This is an optimization exercise on Yosys and OpenROAD, whose aim is small area, a short achievable clock period and few clock cycles, not a production implementation. The RTL was checked by simulation tests, not by an equivalence proof against the original design. Power figures rest on the tool's default switching activity, not on a simulated workload.

## P
==> module port_front, before the edit <==
module port_front (
	input  logic                        c_clk,
	input  logic                        rst_n,
	input  logic [calc_pkg::CMD_W-1:0]  cmd,
	input  logic [calc_pkg::DATA_W-1:0] data,
	output logic [calc_pkg::RESP_W-1:0] resp,
	output logic [calc_pkg::DATA_W-1:0] resp_data
);
	localparam int DATA_W = calc_pkg::DATA_W;
	logic              opc;	 
	logic              k_sub, k_shl, k_shift, k_bad;	 
	logic [1:0]        rq;	 
	logic [DATA_W-1:0] acc;	 
	logic [DATA_W-1:0] acc_d;
	logic [DATA_W-1:0] sum;
	logic              cout;
	logic [DATA_W-1:0] shr_n;
	logic [DATA_W-1:0] xa;	 
	logic [DATA_W-1:0] xs;
	logic              in_shl, fwd_in, rev_in;
	logic [DATA_W-1:0] prep_n;	 
	assign in_shl = (cmd == calc_pkg::CMD_SHL);
	assign fwd_in = !opc && !in_shl;
	assign rev_in = !opc && in_shl;
	for (genvar i = 0; i < DATA_W; i++) begin : g_prep
		cell_a22oi u_p (.a1(data[i]), .a2(fwd_in), .b1(data[DATA_W-1-i]), .b2(rev_in), .y(prep_n[i]));
	end
	for (genvar i = 0; i < DATA_W; i++) begin : g_xs
		cell_xor2 u_xa (.a(acc[i]), .b(k_sub), .y(xa[i]));
		cell_xor2 u_xs (.a(acc[i]), .b(data[i]), .y(xs[i]));
	end
	assign sum[0] = xs[0];
	add_sub_unit u_as (.a(xa), .b(data), .xs(xs), .res(sum[DATA_W-1:1]), .cout(cout));
	shift_unit u_sh (.a(acc), .sh(data[calc_pkg::SHAMT_W-1:0]), .res_n(shr_n));
	logic e_sum, e_shr_n;
	assign e_sum   = opc && !k_shift;
	assign e_shr_n = !(opc && k_shift);
	for (genvar i = 0; i < DATA_W; i++) begin : g_acc
		logic t;
		cell_a2bb2oi u_t (.a1_n(shr_n[i]), .a2_n(e_shr_n), .b1(sum[i]), .b2(e_sum), .y(t));
		cell_nand2 u_d (.a(t), .b(prep_n[i]), .y(acc_d[i]));
	end
	logic ovfl;
	assign ovfl = !k_shift && cout;
	always_ff @(posedge c_clk or negedge rst_n) begin
		if (!rst_n) begin
			opc   <= 1'b0;
			rq    <= calc_pkg::RESP_NONE;
		end else begin
			opc <= !opc && (cmd != calc_pkg::CMD_NOP);
			if (!opc)
				rq <= calc_pkg::RESP_NONE;
			else if (k_bad)
				rq <= calc_pkg::RESP_BAD_CMD;
			else if (ovfl)
				rq <= calc_pkg::RESP_OVFL;
			else
				rq <= calc_pkg::RESP_OK;
		end
	end
	always_ff @(posedge c_clk) begin
		k_sub   <= (cmd == calc_pkg::CMD_SUB);
		k_shl   <= (cmd == calc_pkg::CMD_SHL);
		k_shift <= (cmd == calc_pkg::CMD_SHL) || (cmd == calc_pkg::CMD_SHR);
		k_bad   <= (cmd != calc_pkg::CMD_ADD) && (cmd != calc_pkg::CMD_SUB) &&
		           (cmd != calc_pkg::CMD_SHL) && (cmd != calc_pkg::CMD_SHR);
		acc     <= acc_d;
	end
	logic g_fwd_d, g_rev_d;
	assign g_fwd_d = opc && !k_bad && !ovfl && !k_shl;
	assign g_rev_d = opc && !k_bad && k_shl;
	assign resp = rq;
	for (genvar s = 0; s < DATA_W / 8; s++) begin : g_out
		out_slice u_o (.c_clk, .rst_n, .fwd_d(g_fwd_d), .rev_d(g_rev_d),
			.acc(acc[8*s +: 8]), .acc_rev(acc[DATA_W-1-8*s -: 8]), .y(resp_data[8*s +: 8]));
	end
endmodule
Settings: LEC_CHECK=0, CAP_MARGIN=20, CORE_MARGIN=2, CORE_UTILIZATION=40, SETUP_SLACK_MARGIN=2.0, SLEW_MARGIN=20, SYNTH_HIERARCHICAL=1, BUFFER_PORTS_ARGS=-buffer_cell sky130_fd_sc_hd__buf_1, PRE_FLOORPLAN_TCL=/design/flow/flow/downsize.tcl; clock period 4.4 ns.
standard.sh (not shown) runs the stock make flow with config.mk's settings and CLKGATE_MAP_FILE= SYNTH_SCRIPT=/design/flow/synth_recipe.tcl, a recipe that flattens the netlist after the stock synthesis.
==> flow/flow/run.sh <==
#!/bin/bash
# The standard layout with two changes to how it is made:
# - the ports are buffered by buf_1 instead of the default clkdlybuf4s50_1
#   delay cell (every port still gets its own buffer);
# - before floorplanning, combinational cells that synthesis sized up are set
#   back to their smallest size (flow/downsize.tcl); the resizer sizes up
#   again where timing needs it.
set -e
cp standard.sh standard.sh.log
{
	echo "export BUFFER_PORTS_ARGS = -buffer_cell sky130_fd_sc_hd__buf_1"
	echo "export PRE_FLOORPLAN_TCL = $(pwd)/flow/downsize.tcl"
} >> config.mk
export BUFFER_PORTS_ARGS="-buffer_cell sky130_fd_sc_hd__buf_1"
export PRE_FLOORPLAN_TCL="$(pwd)/flow/downsize.tcl"
bash standard.sh > standard.log 2>&1
==> flow/flow/downsize.tcl <==
# Before floorplanning: set every combinational cell that synthesis sized up
# back to the smallest cell of its kind. The resizer sizes up again where
# timing needs it. Flip-flops, buffers and tie cells are left as they are.
set db [ord::get_db]
set lib_masters {}
foreach lib [$db getLibs] {
  foreach m [$lib getMasters] {
    dict set lib_masters [$m getName] $m
  }
}
set n 0
foreach inst [[ord::get_db_block] getInsts] {
  set name [[$inst getMaster] getName]
  if { ![regexp {^(sky130_fd_sc_hd__)([a-z0-9]+)_([0-9]+)$} $name -> pre base size] } { continue }
  if { [regexp {^(df|edf|sdf|dl|buf|clkbuf|clkdly|dlygate|conb|tap|fill|decap|inv|clkinv)} $base] } { continue }
  set best ""
  set best_area 1e9
  foreach s {0 1 2 4} {
    set cand "${pre}${base}_$s"
    if { [dict exists $lib_masters $cand] } {
      set m [dict get $lib_masters $cand]
      set a [expr {[$m getWidth] * [$m getHeight]}]
      if { $a < $best_area } { set best $cand; set best_area $a }
    }
  }
  if { $best ne "" && $best ne $name } {
    replace_cell [$inst getName] $best
    incr n
  }
}
puts "downsize: $n cells set to their smallest size"
Testbench counts of P, summed over its fixed seeds: cycles 2,408.
[inputs] R vs P
diff --git a/flow/design.v b/flow/design.v
--- a/flow/design.v
+++ b/flow/design.v
@@ -51,28 +51,31 @@
 	logic [1:0]        rq;	 
 	logic [DATA_W-1:0] acc;	 
 	logic [DATA_W-1:0] acc_d;
 	logic [DATA_W-1:0] sum;
 	logic              cout;
 	logic [DATA_W-1:0] shr_n;
-	logic [DATA_W-1:0] xa;	 
+	logic [DATA_W-1:0] xa;
 	logic [DATA_W-1:0] xs;
-	logic              in_shl, fwd_in, rev_in;
+	logic              in_shl, in_sub, fwd_in, rev_in;
+	logic [DATA_W-1:0] xd;
 	logic [DATA_W-1:0] prep_n;	 
 	assign in_shl = (cmd == calc_pkg::CMD_SHL);
+	assign in_sub = (cmd == calc_pkg::CMD_SUB);
 	assign fwd_in = !opc && !in_shl;
 	assign rev_in = !opc && in_shl;
 	for (genvar i = 0; i < DATA_W; i++) begin : g_prep
-		cell_a22oi u_p (.a1(data[i]), .a2(fwd_in), .b1(data[DATA_W-1-i]), .b2(rev_in), .y(prep_n[i]));
+		cell_xor2 u_x (.a(data[i]), .b(in_sub), .y(xd[i]));
+		cell_a22oi u_p (.a1(xd[i]), .a2(fwd_in), .b1(data[DATA_W-1-i]), .b2(rev_in), .y(prep_n[i]));
 	end
 	for (genvar i = 0; i < DATA_W; i++) begin : g_xs
 		cell_xor2 u_xa (.a(acc[i]), .b(k_sub), .y(xa[i]));
-		cell_xor2 u_xs (.a(acc[i]), .b(data[i]), .y(xs[i]));
+		cell_xor2 u_xs (.a(xa[i]), .b(data[i]), .y(xs[i]));
 	end
 	assign sum[0] = xs[0];
-	add_sub_unit u_as (.a(xa), .b(data), .xs(xs), .res(sum[DATA_W-1:1]), .cout(cout));
+	add_sub_unit u_as (.a(acc), .b(data), .xs(xs), .res(sum[DATA_W-1:1]), .cout(cout));
 	shift_unit u_sh (.a(acc), .sh(data[calc_pkg::SHAMT_W-1:0]), .res_n(shr_n));
 	logic e_sum, e_shr_n;
 	assign e_sum   = opc && !k_shift;
 	assign e_shr_n = !(opc && k_shift);
 	for (genvar i = 0; i < DATA_W; i++) begin : g_acc
 		logic t;
### Flow results
As far as number of clock buffers inserted by TritonCTS goes, R and P are indistinguishable; the numbers are identical.
From P to R the numbers moved as follows: total power now sits lower, first-pass GRT wire length dropped 3600 um, worst-case hold slack lower, net switching component of the power decreased about 9%, worst-case setup margin in the final layout climbed 120 ps.
Going from P to R, non-clock buffer count shrank by more than 10%.
Per the comparison of R with P, number of post-CTS setup repair buffers now sits lower, via count closely matched the old numbers, maximum frequency went up by about 5%, met1 track demand over resource in global routing shows an increase of 0.18 points.
Testbench counts of R, summed over its fixed seeds: cycles 2,408.

afterwards: timing with drivers on the ports:
Ports are ideal in the flow. The routed layouts listed here were re-timed in OpenROAD.
Step 1, drivers: a clkbuf_16 drives c_clk and a buf_2 each remaining input, both assumed.
Step 2 times the ports against the registers' clock, not the clock port: input delays grow and output delays shrink by t, the midpoint of the rising clock arrivals with the driver on.
a / b / c = no drivers / after step 1 / after step 2; a / b = the first two.
| run | t, ns | setup slack, ns | worst setup path after step 2 |
|---|---|---|---|
| P | 0.546 | 1.893 / 1.893 / 1.405 | input to register |
| R | 0.564 | 2.015 / 1.959 / 1.503 | input to register |
After both steps setup and hold are still met in every run listed. For R, which loses most, drivers alone change the setup slack by -0.056 ns; drivers and shift together by -0.512 ns.
